Context: an optimization exercise on an open-source flow, tuned for small area. The choices shown serve that exercise and are no tape-out recipe. The RTL was checked by simulation tests, not by an equivalence proof against the original design. Power and IR drop assume default switching activity.

## constraint.sdc

```tcl
create_clock -name core_clock -period 10.0 [get_ports {Clk}]
set_input_delay 2.0000 -clock core_clock [delete_from_list [all_inputs] [get_ports {Clk}]]
set_output_delay 2.0000 -clock core_clock [all_outputs]
set_load 0.01 [all_outputs]
```

## config.mk

```make
export PLATFORM = sky130hd
export DESIGN_NAME = usbAudio
export DESIGN_NICKNAME = usbAudio
export VERILOG_FILES = /design/flow/design.v
export SDC_FILE = /design/flow/constraint.sdc
export NUM_CORES = 8
export LEC_CHECK = 0
export CAP_MARGIN = 20
export CORE_MARGIN = 2
export CORE_UTILIZATION = 34
export SLEW_MARGIN = 20
export SYNTH_HIERARCHICAL = 1
```

## run.sh

```bash
#!/bin/bash
# synth_recipe.tcl (not shown) runs the flow's synth.tcl, then flattens the netlist and writes it again
# the make line also repeats each setting of config.mk as NAME=value (left out here)
make -C /OpenROAD-flow-scripts/flow DESIGN_CONFIG=/design/flow/config.mk WORK_HOME=/design/flow/orfs CLKGATE_MAP_FILE= SYNTH_SCRIPT=/design/flow/synth_recipe.tcl finish
```

## design.v

```verilog
package usbAudioPkg;
   typedef struct packed {
      logic       valid;       
      logic       sop;         
      logic       eop;         
      logic       setup;       
      logic [7:0] data;
   } rxPktT;
   typedef struct packed {
      logic       ready;       
      logic       seq;         
      logic       zeroLength;  
      logic [7:0] data;
   } txPktT;
   typedef enum logic [3:0] {
      REQ_OTHER, REQ_SET_ADDRESS, REQ_SET_CONFIGURATION, REQ_SET_INTERFACE,
      REQ_SET_CUR, REQ_GET_CUR, REQ_GET_MIN, REQ_GET_MAX, REQ_GET_RES
   } requestT;
   typedef struct packed {
      logic        isStd;       
      logic        isClass;     
      requestT     request;
      logic [7:0]  valueLo;     
      logic        valueHi1;    
      logic        valueHi2;    
      logic        indexLo0;    
      logic        indexLo1;    
      logic        indexHi0;    
      logic        indexHi2;    
   } setupT;
   typedef struct packed {
      logic signed [15:0] right;
      logic signed [15:0] left;
   } sampleT;
   typedef struct packed {
      logic [15:0] right;
      logic [15:0] left;
   } volumeT;
endpackage
`timescale 1ns/100ps
module setupParser (
   input  logic                Clk,
   input  logic                rst,
   input  logic [3:0]          endpoint,
   input  usbAudioPkg::rxPktT  rx,
   output usbAudioPkg::rxPktT  ep0Rx,
   output usbAudioPkg::setupT  setup,
   output logic                setupDone
);
   logic [3:0] byteCount;    
   logic       startSetup;
   always_comb begin
      ep0Rx       = rx;
      ep0Rx.valid = rx.valid && (endpoint == 4'd0);
   end
   assign startSetup = ep0Rx.valid && ep0Rx.sop && ep0Rx.setup;
   assign setupDone  = ep0Rx.valid && ep0Rx.eop && (byteCount == 4'd8);
   always_ff @(posedge Clk) begin
      if (rst) begin
         byteCount <= 4'd0;
      end else if (startSetup) begin
         byteCount <= 4'd1;                  
      end else if (ep0Rx.valid && byteCount != 4'd0) begin
         if (ep0Rx.eop)
            byteCount <= 4'd0;               
         else if (byteCount != 4'd8)
            byteCount <= byteCount + 4'd1;
      end
   end
   always_ff @(posedge Clk) begin
      if (startSetup) begin
         setup.isStd   <= ep0Rx.data[6:5] == 2'b00;
         setup.isClass <= ep0Rx.data[6:5] == 2'b01;
      end else if (ep0Rx.valid && !ep0Rx.eop) begin
         case (byteCount)
            4'd1: begin
               case (ep0Rx.data)
                  8'd5:       setup.request <= usbAudioPkg::REQ_SET_ADDRESS;
                  8'd9: setup.request <= usbAudioPkg::REQ_SET_CONFIGURATION;
                  8'd11:     setup.request <= usbAudioPkg::REQ_SET_INTERFACE;
                  8'h01:           setup.request <= usbAudioPkg::REQ_SET_CUR;
                  8'h81:           setup.request <= usbAudioPkg::REQ_GET_CUR;
                  8'h82:           setup.request <= usbAudioPkg::REQ_GET_MIN;
                  8'h83:           setup.request <= usbAudioPkg::REQ_GET_MAX;
                  8'h84:           setup.request <= usbAudioPkg::REQ_GET_RES;
                  default:            setup.request <= usbAudioPkg::REQ_OTHER;
               endcase
            end
            4'd2: setup.valueLo <= ep0Rx.data;
            4'd3: begin
               setup.valueHi1 <= ep0Rx.data == 8'd1;
               setup.valueHi2 <= ep0Rx.data == 8'd2;
            end
            4'd4: begin
               setup.indexLo0 <= ep0Rx.data == 8'd0;
               setup.indexLo1 <= ep0Rx.data == 8'd1;
            end
            4'd5: begin
               setup.indexHi0 <= ep0Rx.data == 8'd0;
               setup.indexHi2 <= ep0Rx.data == 8'd2;
            end
            default: ;                       
         endcase
      end
   end
endmodule
`timescale 1ns/100ps
module controlEndpoint (
   input  logic                 Clk,
   input  logic                 rst,
   input  logic                 busReset,
   input  usbAudioPkg::rxPktT   ep0Rx,
   input  usbAudioPkg::setupT   setup,
   input  logic                 setupDone,
   input  logic                 inWaitRequest,
   input  logic                 inAck,
   input  logic                 error,
   output usbAudioPkg::txPktT   tx,
   output logic                 stall,
   output logic [6:0]           address,
   output logic                 active,
   output logic                 mute,
   output usbAudioPkg::volumeT  volume
);
   typedef enum logic [2:0] {
      IDLE, DECODE, SET_DATA, STATUS, SEND, WAIT_ACK, GET_STATUS
   } stateT;
   stateT       state;
   logic        busResetQ;
   logic        ctlRst;
   logic [7:0]  shiftReg;         
   logic [1:0]  bytesLeft;
   logic [15:0] setValue;         
   logic        gotLow;
   logic [15:0] reply;
   logic [1:0]  replyLen;
   logic        getOk, stdOk;
   logic        isStd, isClass, toUnit;
   logic        selMute, selVolL, selVolR, selVol;
   assign isStd   = setup.isStd;
   assign isClass = setup.isClass;
   assign toUnit  = setup.indexHi2 && setup.indexLo0;           
   assign selMute = toUnit && setup.valueHi1 && setup.valueLo == 8'd0;
   assign selVolL = toUnit && setup.valueHi2 && setup.valueLo == 8'd1;
   assign selVolR = toUnit && setup.valueHi2 && setup.valueLo == 8'd2;
   assign selVol  = selVolL || selVolR;
   assign stdOk = isStd && (setup.request == usbAudioPkg::REQ_SET_ADDRESS ||
                            setup.request == usbAudioPkg::REQ_SET_CONFIGURATION ||
                            setup.request == usbAudioPkg::REQ_SET_INTERFACE);
   always_comb begin
      reply    = 16'h0000;
      replyLen = 2'd2;
      getOk    = 1'b0;
      if (isClass) begin
         case (setup.request)
            usbAudioPkg::REQ_GET_CUR: begin
               getOk = selMute || selVol;
               if (selMute) begin
                  reply    = {15'd0, mute};
                  replyLen = 2'd1;           
               end else if (selVolL) begin
                  reply = volume.left;
               end else begin
                  reply = volume.right;
               end
            end
            usbAudioPkg::REQ_GET_MIN: begin getOk = selVol; reply = 16'h0000; end
            usbAudioPkg::REQ_GET_MAX: begin getOk = selVol; reply = 16'h7FFF; end
            usbAudioPkg::REQ_GET_RES: begin getOk = selVol; reply = 16'h0001; end
            default: ;
         endcase
      end
   end
   always_ff @(posedge Clk) begin
      if (rst) busResetQ <= 1'b0;
      else     busResetQ <= busReset;
   end
   assign ctlRst = rst || busResetQ;
   always_ff @(posedge Clk) begin
      if (ctlRst) begin
         state         <= IDLE;
         stall         <= 1'b0;
         address       <= 7'd0;
         active        <= 1'b0;                  
         mute          <= 1'b0;
         volume        <= {16'd868, 16'd868};    
         tx.ready      <= 1'b0;
         tx.seq        <= 1'b0;
         tx.zeroLength <= 1'b0;
      end else if (setupDone) begin
         state    <= DECODE;                     
         stall    <= 1'b0;
         tx.ready <= 1'b0;
         tx.seq   <= 1'b1;                       
      end else begin
         case (state)
            IDLE: ;
            DECODE: begin
               gotLow <= 1'b0;
               if (stdOk) begin
                  tx.ready      <= 1'b1;         
                  tx.zeroLength <= 1'b1;
                  state         <= STATUS;
               end else if (isClass && setup.request == usbAudioPkg::REQ_SET_CUR && (selMute || selVol)) begin
                  state <= SET_DATA;
               end else if (getOk) begin
                  {shiftReg, tx.data} <= reply;
                  bytesLeft           <= replyLen;
                  tx.ready            <= 1'b1;
                  tx.zeroLength       <= 1'b0;
                  state               <= SEND;
               end else begin
                  stall <= 1'b1;                 
                  state <= IDLE;
               end
            end
            SET_DATA: begin
               if (ep0Rx.valid && ep0Rx.eop) begin
                  if (selMute)      mute         <= setValue[0];
                  else if (selVolL) volume.left  <= setValue;
                  else              volume.right <= setValue;
                  tx.ready      <= 1'b1;
                  tx.zeroLength <= 1'b1;
                  state         <= STATUS;
               end else if (ep0Rx.valid) begin
                  if (!gotLow) setValue[7:0]  <= ep0Rx.data;   
                  else         setValue[15:8] <= ep0Rx.data;
                  gotLow <= 1'b1;
               end
            end
            STATUS: begin
               if (inAck) begin
                  if (isStd && setup.request == usbAudioPkg::REQ_SET_ADDRESS)
                     address <= setup.valueLo[6:0];
                  if (isStd && setup.request == usbAudioPkg::REQ_SET_INTERFACE &&
                      setup.indexHi0 && setup.indexLo1)    
                     active <= setup.valueLo[0];
                  tx.ready <= 1'b0;
                  state    <= IDLE;
               end
            end
            SEND: begin
               if (ep0Rx.valid && ep0Rx.eop) begin
                  tx.ready <= 1'b0;              
                  state    <= IDLE;
               end else if (error) begin
                  {shiftReg, tx.data} <= reply;  
                  bytesLeft           <= replyLen;
               end else if (!inWaitRequest) begin
                  if (bytesLeft == 2'd1) begin
                     tx.ready <= 1'b0;
                     state    <= WAIT_ACK;
                  end else begin
                     {shiftReg, tx.data} <= {8'd0, shiftReg};
                     bytesLeft           <= bytesLeft - 2'd1;
                  end
               end
            end
            WAIT_ACK: begin
               if (error) begin
                  {shiftReg, tx.data} <= reply;
                  bytesLeft           <= replyLen;
                  tx.ready            <= 1'b1;
                  state               <= SEND;
               end else if (inAck) begin
                  tx.seq        <= ~tx.seq;
                  tx.zeroLength <= 1'b1;
                  tx.ready      <= 1'b1;
                  state         <= GET_STATUS;
               end
            end
            GET_STATUS: begin
               if (ep0Rx.valid && ep0Rx.eop) begin
                  tx.ready <= 1'b0;              
                  state    <= IDLE;
               end else if (inAck) begin
                  tx.seq <= ~tx.seq;
               end
            end
            default: state <= IDLE;
         endcase
      end
   end
endmodule
`timescale 1ns/100ps
module audioFifo (
   input  logic                Clk,
   input  logic                rst,
   input  logic                active,
   input  logic [3:0]          endpoint,
   input  usbAudioPkg::rxPktT  rx,
   input  logic                audioClk,      
   output usbAudioPkg::sampleT sample         
);
   localparam int AW = 8;
   localparam int NW = 2**AW;
   logic                phase;        
   logic [AW+1:0]       wrAddr;       
   logic                wrClr, wrInc, wrEop;    
   logic [7:0]          wrByte;       
   logic [AW+1:0]       wrPtr;        
   logic [AW-1:0]       rdAddr;       
   logic [AW-1:0]       level;
   logic                fifoReady;
   logic [1:0]          audioSync;
   logic                ep1Byte, ep1Eop, audioFall;
   logic [31:0]         col;          
   logic [NW/8-1:0]     grpWr;        
   logic [7:0]          locWr;        
   logic [3:0]          laneN;        
   logic [NW/8-1:0]     rdGrp;        
   logic [7:0]          rdLoc;        
   logic [32*NW/8-1:0]  grpN;         
   logic [32*NW/32-1:0] supBits;      
   logic [31:0]         rdWord;
   assign ep1Byte   = active && (endpoint == 4'd1) && rx.valid && !rx.eop;
   assign ep1Eop    = (endpoint == 4'd1) && rx.valid && rx.eop;
   assign audioFall = audioSync == 2'b10;
   always_ff @(posedge Clk)
      phase <= !rst && !phase;
   always_comb begin
      wrPtr = wrAddr;
      if (wrClr)
         wrPtr = '0;
      else if (wrInc)
         wrPtr = wrAddr + 1'b1;
      else if (wrEop)
         wrPtr[1:0] = 2'd0;          
   end
   always_ff @(posedge Clk) begin
      wrClr  <= rst || !active;
      wrInc  <= ep1Byte;
      wrEop  <= ep1Eop;
      wrByte <= rx.data;
      wrAddr <= wrPtr;
   end
   always_comb begin
      for (int l = 0; l < 4; l++) begin
         col[8*l +: 8] = (wrAddr[1:0] == 2'(l)) ? wrByte ^ {8{phase}} : 8'hFF;
         laneN[l]      = wrAddr[1:0] != 2'(l);
      end
      for (int k = 0; k < 8; k++) begin
         locWr[k] = wrAddr[4:2] == 3'(k);
         rdLoc[k] = rdAddr[2:0] == 3'(k);
      end
      for (int g = 0; g < NW/8; g++) begin
         grpWr[g] = wrInc && wrAddr[AW+1:5] == (AW-3)'(g);
         rdGrp[g] = rdAddr[AW-1:3] == (AW-3)'(g);
      end
   end
   for (genvar g = 0; g < NW/8; g++) begin : g_grp
      fifoGroup grp (
         .Clk   (Clk),
         .grpWr (grpWr[g]),
         .locWr (locWr),
         .laneN (laneN),
         .col   (col),
         .rdGrp (rdGrp[g]),
         .rdLoc (rdLoc),
         .grpN  (grpN[32*g +: 32])
      );
   end
   for (genvar s = 0; s < NW/32; s++) begin : g_sup
      fifoNand4 sup (
         .a (grpN[128*s +: 32]),
         .b (grpN[128*s + 32 +: 32]),
         .c (grpN[128*s + 64 +: 32]),
         .d (grpN[128*s + 96 +: 32]),
         .y (supBits[32*s +: 32])
      );
   end
   always_comb begin
      rdWord = '0;
      for (int s = 0; s < NW/32; s++)
         rdWord = rdWord | supBits[32*s +: 32];
   end
   always_ff @(posedge Clk) begin
      level <= wrPtr[AW+1:2] - rdAddr;     
      if (rst) audioSync <= 2'b00;
      else     audioSync <= {audioSync[0], audioClk};
   end
   always_ff @(posedge Clk) begin
      if (rst || !active) begin
         rdAddr    <= '0;
         fifoReady <= 1'b0;
         sample    <= '0;
      end else begin
         if (fifoReady && level < 8'h20)
            fifoReady <= 1'b0;
         else if (!fifoReady && level > 8'h80)
            fifoReady <= 1'b1;
         if (!fifoReady) begin
            sample <= '0;                    
         end else if (audioFall) begin
            sample <= ~(rdWord ^ {32{phase}});
            rdAddr <= rdAddr + 1'b1;
         end
      end
   end
endmodule
module fifoGroup (
   input  logic        Clk,
   input  logic        grpWr,         
   input  logic [7:0]  locWr,         
   input  logic [3:0]  laneN,         
   input  logic [31:0] col,           
   input  logic        rdGrp,         
   input  logic [7:0]  rdLoc,         
   output logic [31:0] grpN           
);
   logic [127:0] pairBits;
   for (genvar p = 0; p < 4; p++) begin : g_pair
      logic [1:0] wordWrN, rdSelN;
      logic [7:0] laneWr;
      fifoDec2 dec (
         .grpWr   (grpWr),
         .locWr   (locWr[2*p +: 2]),
         .laneN   (laneN),
         .rdGrp   (rdGrp),
         .rdLoc   (rdLoc[2*p +: 2]),
         .wordWrN (wordWrN),
         .laneWr  (laneWr),
         .rdSelN  (rdSelN)
      );
      fifoStore2 store (
         .Clk     (Clk),
         .laneWr  (laneWr),
         .wordWrN (wordWrN),
         .col     (col),
         .rdSelN  (rdSelN),
         .rdBits  (pairBits[32*p +: 32])
      );
   end
   assign grpN = ~(pairBits[31:0] | pairBits[63:32] | pairBits[95:64] | pairBits[127:96]);
endmodule
module fifoDec2 (
   input  logic       grpWr,
   input  logic [1:0] locWr,
   input  logic [3:0] laneN,
   input  logic       rdGrp,
   input  logic [1:0] rdLoc,
   output logic [1:0] wordWrN,        
   output logic [7:0] laneWr,         
   output logic [1:0] rdSelN          
);
   for (genvar j = 0; j < 2; j++) begin : g_word
      assign wordWrN[j] = ~(grpWr & locWr[j]);
      assign rdSelN[j]  = ~(rdGrp & rdLoc[j]);
      fifoLaneDec lane (
         .wordWrN (wordWrN[j]),
         .laneN   (laneN),
         .laneWr  (laneWr[4*j +: 4])
      );
   end
endmodule
module fifoLaneDec (
   input  logic       wordWrN,
   input  logic [3:0] laneN,
   output logic [3:0] laneWr
);
   assign laneWr = ~({4{wordWrN}} | laneN);
endmodule
module fifoStore2 (
   input  logic        Clk,
   input  logic [7:0]  laneWr,        
   input  logic [1:0]  wordWrN,       
   input  logic [31:0] col,           
   input  logic [1:0]  rdSelN,        
   output logic [31:0] rdBits         
);
   logic [31:0] q0, q1;               
   for (genvar i = 0; i < 32; i++) begin : g_bit
      always_ff @(posedge Clk) begin
         q0[i] <= ~((q0[i] | laneWr[i/8])     & (col[i] | wordWrN[0]));
         q1[i] <= ~((q1[i] | laneWr[4 + i/8]) & (col[i] | wordWrN[1]));
      end
   end
   assign rdBits = ~((q0 | {32{rdSelN[0]}}) & (q1 | {32{rdSelN[1]}}));
endmodule
module fifoNand4 (
   input  logic [31:0] a, b, c, d,
   output logic [31:0] y
);
   assign y = ~(a & b & c & d);
endmodule
`timescale 1ns/100ps
module usbAudio (
   input  logic                 Clk,
   input  logic                 rst,
   input  logic                 busReset,
   input  logic [3:0]           endpoint,
   input  usbAudioPkg::rxPktT   rx,
   input  logic                 inWaitRequest,
   input  logic                 inAck,
   input  logic                 error,
   input  logic                 audioClk,
   output usbAudioPkg::txPktT   tx,
   output logic                 stall,
   output logic [6:0]           address,
   output logic                 active,
   output logic                 mute,
   output usbAudioPkg::volumeT  volume,
   output usbAudioPkg::sampleT  sample
);
   usbAudioPkg::rxPktT ep0Rx;      
   usbAudioPkg::setupT setup;
   logic               setupDone;
   setupParser parser (
      .Clk       (Clk),
      .rst       (rst),
      .endpoint  (endpoint),
      .rx        (rx),
      .ep0Rx     (ep0Rx),
      .setup     (setup),
      .setupDone (setupDone)
   );
   controlEndpoint control (
      .Clk           (Clk),
      .rst           (rst),
      .busReset      (busReset),
      .ep0Rx         (ep0Rx),
      .setup         (setup),
      .setupDone     (setupDone),
      .inWaitRequest (inWaitRequest),
      .inAck         (inAck),
      .error         (error),
      .tx            (tx),
      .stall         (stall),
      .address       (address),
      .active        (active),
      .mute          (mute),
      .volume        (volume)
   );
   audioFifo fifo (
      .Clk      (Clk),
      .rst      (rst),
      .active   (active),
      .endpoint (endpoint),
      .rx       (rx),
      .audioClk (audioClk),
      .sample   (sample)
   );
endmodule
```

==> run_results.csv, run 1 <==
group,metric,value,unit
status,outcome,"finished clean",
clock_network,insertion_delay,1230,ps
clock_network,htree_levels,6,
worst_hold_path,hold_path.class,"reg2reg",
timing,fin_crit_sh,62.2,%
power,cellLeakagePower,111,nW
floorplanning,start_util,34.1,%
clock_network,post_cts_buffers,0,
floorplanning,die_y,927,um
timing,hold_viol,0,
timing,fin_crit,6220,ps
clock_network,clk_pin_slew_worst_paths,60,ps
setup_path,reg2regPathDepth,14,
setup_path,r2r_slack,3780,ps
finish,final_cell_area,319000,um^2
global_routing,grt_pass1_wl,1600000,um
floorplanning,ios,108,
clock_network,root_buffer,"clkbuf_16",
routing,drc,0,
worst_hold_path,holdPathStages,1,
timing,hold_slack,433,ps
routing,vias,247000,
global_routing,grt_max_degree,129,
floorplanning,rows,339,
clock_network,numCtsBuffers,795,
power,seqPwrFrac,51.1,%
timing,tightest_slew,1330,ps
floorplanning,core,850000,um^2
flow_run,drv_cap,0,
routing,routed_wirelength,1120000,um
worst_hold_path,hp-start,"fifo.g_grp[7].grp.g_pair[0].store.q1[14]",
floorplanning,die-area,859000,um^2
timing,setup_violations,0,
synthesis,syn_area_per_cell,10.8,um^2
timing,max_freq,161,MHz
power,p_sw,14.1,mW
global_routing,gr-total-overflow,0,
worst_hold_path,whs_endpoint,"fifo.g_grp[7].grp.g_pair[0].store.q1[14]",
floorplanning,fp.dieW,927,um
synthesis,syn_area,290000,um^2
clock_network,cts_hold_buf,0,
global_routing,grt_use_total,24.4,%
clock_network,cts_tree,"built",
routing,first_pass_iters,6,
setup_path,critPathRequiredTime,11120,ps
timing,slew_violations,0,
setup_path,cp_data_arrival_time,7330,ps
routing,wire_per_inst,29.6,um
routing,dr.first_iter.drc_count,30000,
clock_network,clockBufferDepth,4,
routing,viasPerCell,6.52,
timing,finalClockSkew,136,ps
timing,fin_ws,3780,ps
place,post-place-ws,4190,ps
synthesis,syn_nets,27000,
timing,tns,0,ps
finish,nFillCells,82400,
power,p_comb_share,1.1,%
power,switching_share,21.6,%
power,intPower,51.3,mW
finish,drive_above_1_share,11.9,%
power,powerDensity,205,nW/um^2
clock_network,clkSinkCount,8373,
power,power.share.clock,47.8,%
setup_path,crit_type,"reg2reg",
place,hpwl,726000,um
place,portBuffers,107,
synthesis,yosys_warnings,10,
setup_path,startpoint_type,"register",
setup_path,timing.rr.start,"fifo.rdAddr[0]",
setup_path,rr_endpoint,"fifo.sample[6]",
routing,antenna_left,0,
finish,area_growth,10.1,%
setup_path,endpoint_kind,"register",
power,max-vdd-ir-drop,0.000211,V
place,gp_congestion,0.944,
timing,slew_headroom,10.4,%
finish,fin_nets,26000,
synthesis,synth_cells,26900,
timing,rsz0062_at_grt,"false",
place,place_area,292000,um^2
clock_network,cts_resized,0,
global_routing,grt_pass1_vias,231000,
power,power.total,65.4,mW
setup_path,cp_max_fo,32,
global_routing,antenna_found_initial,85,
## registers in the layout, summed over array words and instances, names as in the netlist, 2 cells and up
| signal | flops |
|---|---|
| fifo.g_grp.grp.g_pair.store.q0 | 4096 |
| fifo.g_grp.grp.g_pair.store.q1 | 4096 |
| control.volume | 32 |
| fifo.sample | 32 |
| parser.setup | 20 |
| control.setValue | 16 |
| control.tx | 11 |
| fifo.wrAddr | 10 |
| control.shiftReg | 8 |
| fifo.level | 8 |
| fifo.rdAddr | 8 |
| fifo.wrByte | 8 |
| control.address | 7 |
| parser.byteCount | 4 |
| control.state | 3 |
| control.bytesLeft | 2 |
| fifo.audioSync | 2 |
## metrics by stage
stage | cells | util [%]
finish | 37900 | 37.5
global route | 37900 | 37.5
CTS | 37900 | 37.5
detailed placement | 36400 | 34.3
global placement | 36400 | 34.3
floorplan | 26900 | -
## critical path: stages, from the launching register on
cell      delay, ps
dfxtp_1         410
inv_1           140
ha_1            250
and2_4          330
buf_4           350
buf_4           350
nand2_1         180
buf_4           400
o22ai_1         170
nor4_2          560
nand4_1        1060
nor4_1         1130
nand2_1         190
xor2_1          210
a211oi_1        270
## layout by cell type (no fill, tap or decap), drive strengths merged, types with 20 or more instances in the layout
master	n
inv	61
nand3	45
nor2	1183
xor2	38
dfxtp	8318
ha	22
diode	45
buf	730
nor4	1098
nand2	634
nand4	261
mux2i	37
a211oi	33
o22ai	12300
bufinv	60
xnor2	20
clkbuf	1160
nor2b	22
clkinv	191
o21ai	28
edfxtp	55
clkdlybuf4s50	107
a21oi	37
## layout make-up
class | count | area, um^2 | share of cell area [%]
sequential | 8373 | 168000 | 52.7
multi-input combinational | 15900 | 103000 | 32.2
clock buffer | 1160 | 23300 | 7.31
tap | 11300 | 14100 | 4.41
timing repair buffer | 837 | 6760 | 2.12
clock inverter | 297 | 3770 | 1.18
inverter | 31 | 149 | 0.0467
antenna | 45 | 113 | 0.0353
## per-layer routing
metal  wire (um)  GRT usage (%)  vias to the layer above
met5         402              0                        -
met4       83800           15.7                       60
met3      129000           6.79                     3076
met2      469000           35.6                    14900
met1      438000           31.6                   123000
li1            -              -                   107000
## power groups by stage
stage / sequential (mW) / combinational (mW) / clock (mW)
2_1_floorplan: 34.1 / 0.338 / 0
3_3_place_gp: 34.1 / 0.676 / 0
3_5_place_dp: 34.1 / 0.678 / 0
4_1_cts: 33.4 / 0.678 / 31.4
5_1_grt: 33.4 / 0.700 / 32.8
6_report: 33.4 / 0.712 / 31.3
## worst max-delay path by stage
stage	endpoint	slack, ps	startpoint
6_report	fifo.sample[6]	3780	fifo.rdAddr[0]
5_1_grt	fifo.sample[10]	3950	fifo.rdAddr[0]
4_1_cts	fifo.sample[1]	4190	fifo.rdAddr[0]
3_5_place_dp	fifo.sample[1]	4190	fifo.rdAddr[0]
3_3_place_gp	fifo.sample[9]	3400	fifo.rdAddr[0]
2_1_floorplan	fifo.g_grp[0].grp.g_pair[0].store.q1[10]	4550	fifo.phase
==> run 2, diff against run 1 <==
--- a/config.mk
+++ b/config.mk
@@ -9,3 +9,3 @@
 export CORE_MARGIN = 2
-export CORE_UTILIZATION = 34
+export CORE_UTILIZATION = 42
 export SLEW_MARGIN = 20
==> run 2 against run 1 <==
Net effect: still clean on timing, DRC and antenna; final area down 0.37%; first-iteration DRC count up 6.0%; synthesized area unchanged; final cell count down 5.3%; combinational power about the same; clock skew down 59 ps; synthesized cell count unchanged; sequential power about the same; critical path depth down 2; critical endpoint is now fifo.sample[26]; largest cell class unchanged; largest power group unchanged; highest routed layer unchanged.
==> run_results.csv, run 2 <==
group,metric,value,unit
power,powerDensity,208,nW/um^2
routing,antenna_left,0,
timing,hold_viol,0,
clock_network,clockBufferDepth,4,
timing,tns,0,ps
global_routing,grt_max_degree,132,
clock_network,htree_levels,6,
floorplanning,die_y,834,um
global_routing,gr-total-overflow,0,
finish,final_common_cell,"o22ai_1",
synthesis,syn_area,290000,um^2
clock_network,root_buffer,"clkbuf_16",
floorplanning,ios,108,
routing,wire_per_inst,31.5,um
clock_network,cts_resized,0,
setup_path,rr_endpoint,"fifo.sample[26]",
clock_network,cts_tree,"built",
synthesis,syn_nets,27000,
finish,final_cell_area,318000,um^2
clock_network,clkSinkCount,8373,
synthesis,syn_area_per_cell,10.8,um^2
routing,routed_wirelength,1130000,um
setup_path,reg2regPathDepth,12,
timing,hold_slack,432,ps
finish,drive_above_1_share,12.1,%
worst_hold_path,holdPathStages,1,
setup_path,endpoint_kind,"register",
floorplanning,die-area,696000,um^2
power,power.total,66.0,mW
setup_path,crit_type,"reg2reg",
setup_path,timing.rr.start,"fifo.rdAddr[4]",
timing,tightest_slew,1270,ps
timing,setup_violations,0,
routing,drc,0,
synthesis,yosys_warnings,10,
place,portBuffers,107,
timing,slew_violations,0,
global_routing,antenna_found_initial,69,
power,intPower,51.8,mW
finish,post-route-util,46.2,%
power,p_comb_share,1.1,%
setup_path,cp_max_fo,19,
finish,fin_nets,26000,
worst_hold_path,hold_path.class,"reg2reg",
place,gp_congestion,0.987,
power,switching_share,21.4,%
setup_path,r2r_slack,3480,ps
floorplanning,rows,305,
timing,fin_crit_sh,65.2,%
clock_network,numCtsBuffers,817,
timing,fin_crit,6520,ps
global_routing,grt_pass1_wl,1620000,um
floorplanning,start_util,42.1,%
timing,finalClockSkew,77.4,ps
global_routing,grt_pass1_vias,230000,
finish,layout_common_cells,"o22ai_1, dfxtp_1, nor2_1",
worst_hold_path,whs_endpoint,"fifo.g_grp[9].grp.g_pair[3].store.q1[10]",
power,p_sw,14.1,mW
power,max-vdd-ir-drop,0.000196,V
status,outcome,"finished clean",
clock_network,clk_pin_slew_worst_paths,60,ps
timing,slew_headroom,15.3,%
timing,rsz0062_at_grt,"false",
power,power.share.clock,48.3,%
setup_path,startpoint_type,"register",
synthesis,synth_cells,26900,
setup_path,cp_data_arrival_time,7600,ps
routing,viasPerCell,6.92,
finish,area_growth,9.73,%
routing,dr.first_iter.drc_count,31800,
worst_hold_path,hp-start,"fifo.g_grp[9].grp.g_pair[3].store.q1[10]",
place,hpwl,723000,um
setup_path,critPathRequiredTime,11080,ps
power,seqPwrFrac,50.6,%
routing,vias,248000,
floorplanning,core,688000,um^2
global_routing,grt_use_total,30.7,%
floorplanning,fp.dieW,834,um
timing,max_freq,153,MHz
place,place_area,290000,um^2
clock_network,post_cts_buffers,0,
power,cellLeakagePower,112,nW
routing,first_pass_iters,8,
clock_network,insertion_delay,1220,ps
finish,reg.largest.list,"fifo.g_grp.grp.g_pair.store.q0: 4096 flops, fifo.g_grp.grp.g_pair.store.q1: 4096 flops",
clock_network,cts_hold_buf,0,
flow_run,drv_cap,0,
[run 2: cell count changes in the layout (fill, tap and decap cells not counted), moves of 5 or more]
cell	before	now
clkbuf_16	805	833
buf_12	15	21
nand2_1	584	571
clkbuf_8	183	222
bufinv_16	60	51
clkbuf_1	172	193
nand2_2	17	30
nor4_4	5	36
buf_6	1	6
diode_2	45	37
buf_4	712	704
nor4_1	44	17
clkinv_2	157	114
[run 2: worst max path at each step]
stage / start / to
final: fifo.rdAddr[4] / fifo.sample[26]
after detailed placement: fifo.rdAddr[1] / fifo.sample[20]
after global placement: fifo.rdAddr[1] / fifo.sample[17]
after floorplan: fifo.phase / fifo.g_grp[0].grp.g_pair[0].store.q1[10]
after global routing: fifo.rdAddr[1] / fifo.sample[26]
after CTS: fifo.rdAddr[1] / fifo.sample[20]
[run 2: power by group through the flow]
stage / clock network (mW) / logic (mW) / registers [mW]
after floorplan: 0 / 0.338 / 34.1
after global placement: 0 / 0.670 / 34.1
after detailed placement: 0 / 0.674 / 34.1
after CTS: 32.0 / 0.675 / 33.4
after global routing: 33.4 / 0.700 / 33.4
final: 31.9 / 0.709 / 33.4
[run 2: worst max-delay path: stages (launching register included)]
cell	delay [ps]
dfxtp_1	420
inv_1	130
nand2_1	800
nor2_1	560
nand2_1	650
buf_4	400
o22ai_1	150
nor4_2	930
nand4_1	560
nor4_2	1030
nand2_1	220
xor2_1	220
a211oi_1	270
[run 2: routing by layer]
layer	global-route usage (%)	part of all wire, %	up-vias
met2	43.9	41	15300
met1	40.3	39	123000
li1	-	-	107000
met3	9.21	12	3061
met4	19.4	7.4	40
met5	0	0.027	-
[run 2: area by class of cell]
class | instances | area (um^2)
inverters | 31 | 149
clock buffers | 1248 | 24600
repair buffers | 842 | 6900
flip-flops and latches | 8373 | 168000
fillers | 63600 | 371000
diodes | 37 | 92.6
clock inverters | 241 | 3240
well taps | 9210 | 11500
multi-input cells | 15900 | 103000
[run 2: metrics by stage]
stage	std cells	worst slack [ps]
2_1_floorplan	26900	4550
3_3_place_gp	34300	3370
3_5_place_dp	34400	3760
4_1_cts	35800	3780
5_1_grt	35800	3760
6_report	35900	3480

-- separate check: timing with driven ports --
How much do the figures lean on ideal ports? The routed layouts below were timed once more, with nothing changed but the port constraints. Step 1 sets driving cells, clkbuf_16 on the clock port and buf_2 on the other inputs (assumed; they add their load-dependent delay and slew). Step 2 also shifts input and output timing later by t, the mid clock arrival at the registers, as if the neighbouring blocks saw the same clock. Three values: no drivers, after step 1, after step 2; two values: the first two.
run	t (ns)	setup WS [ns]	worst setup path after step 2
run 1	1.281	3.784 / 3.784 / 3.784	register to register
run 2	1.309	3.478 / 3.478 / 3.478	register to register
After both steps every run listed still meets setup and hold.
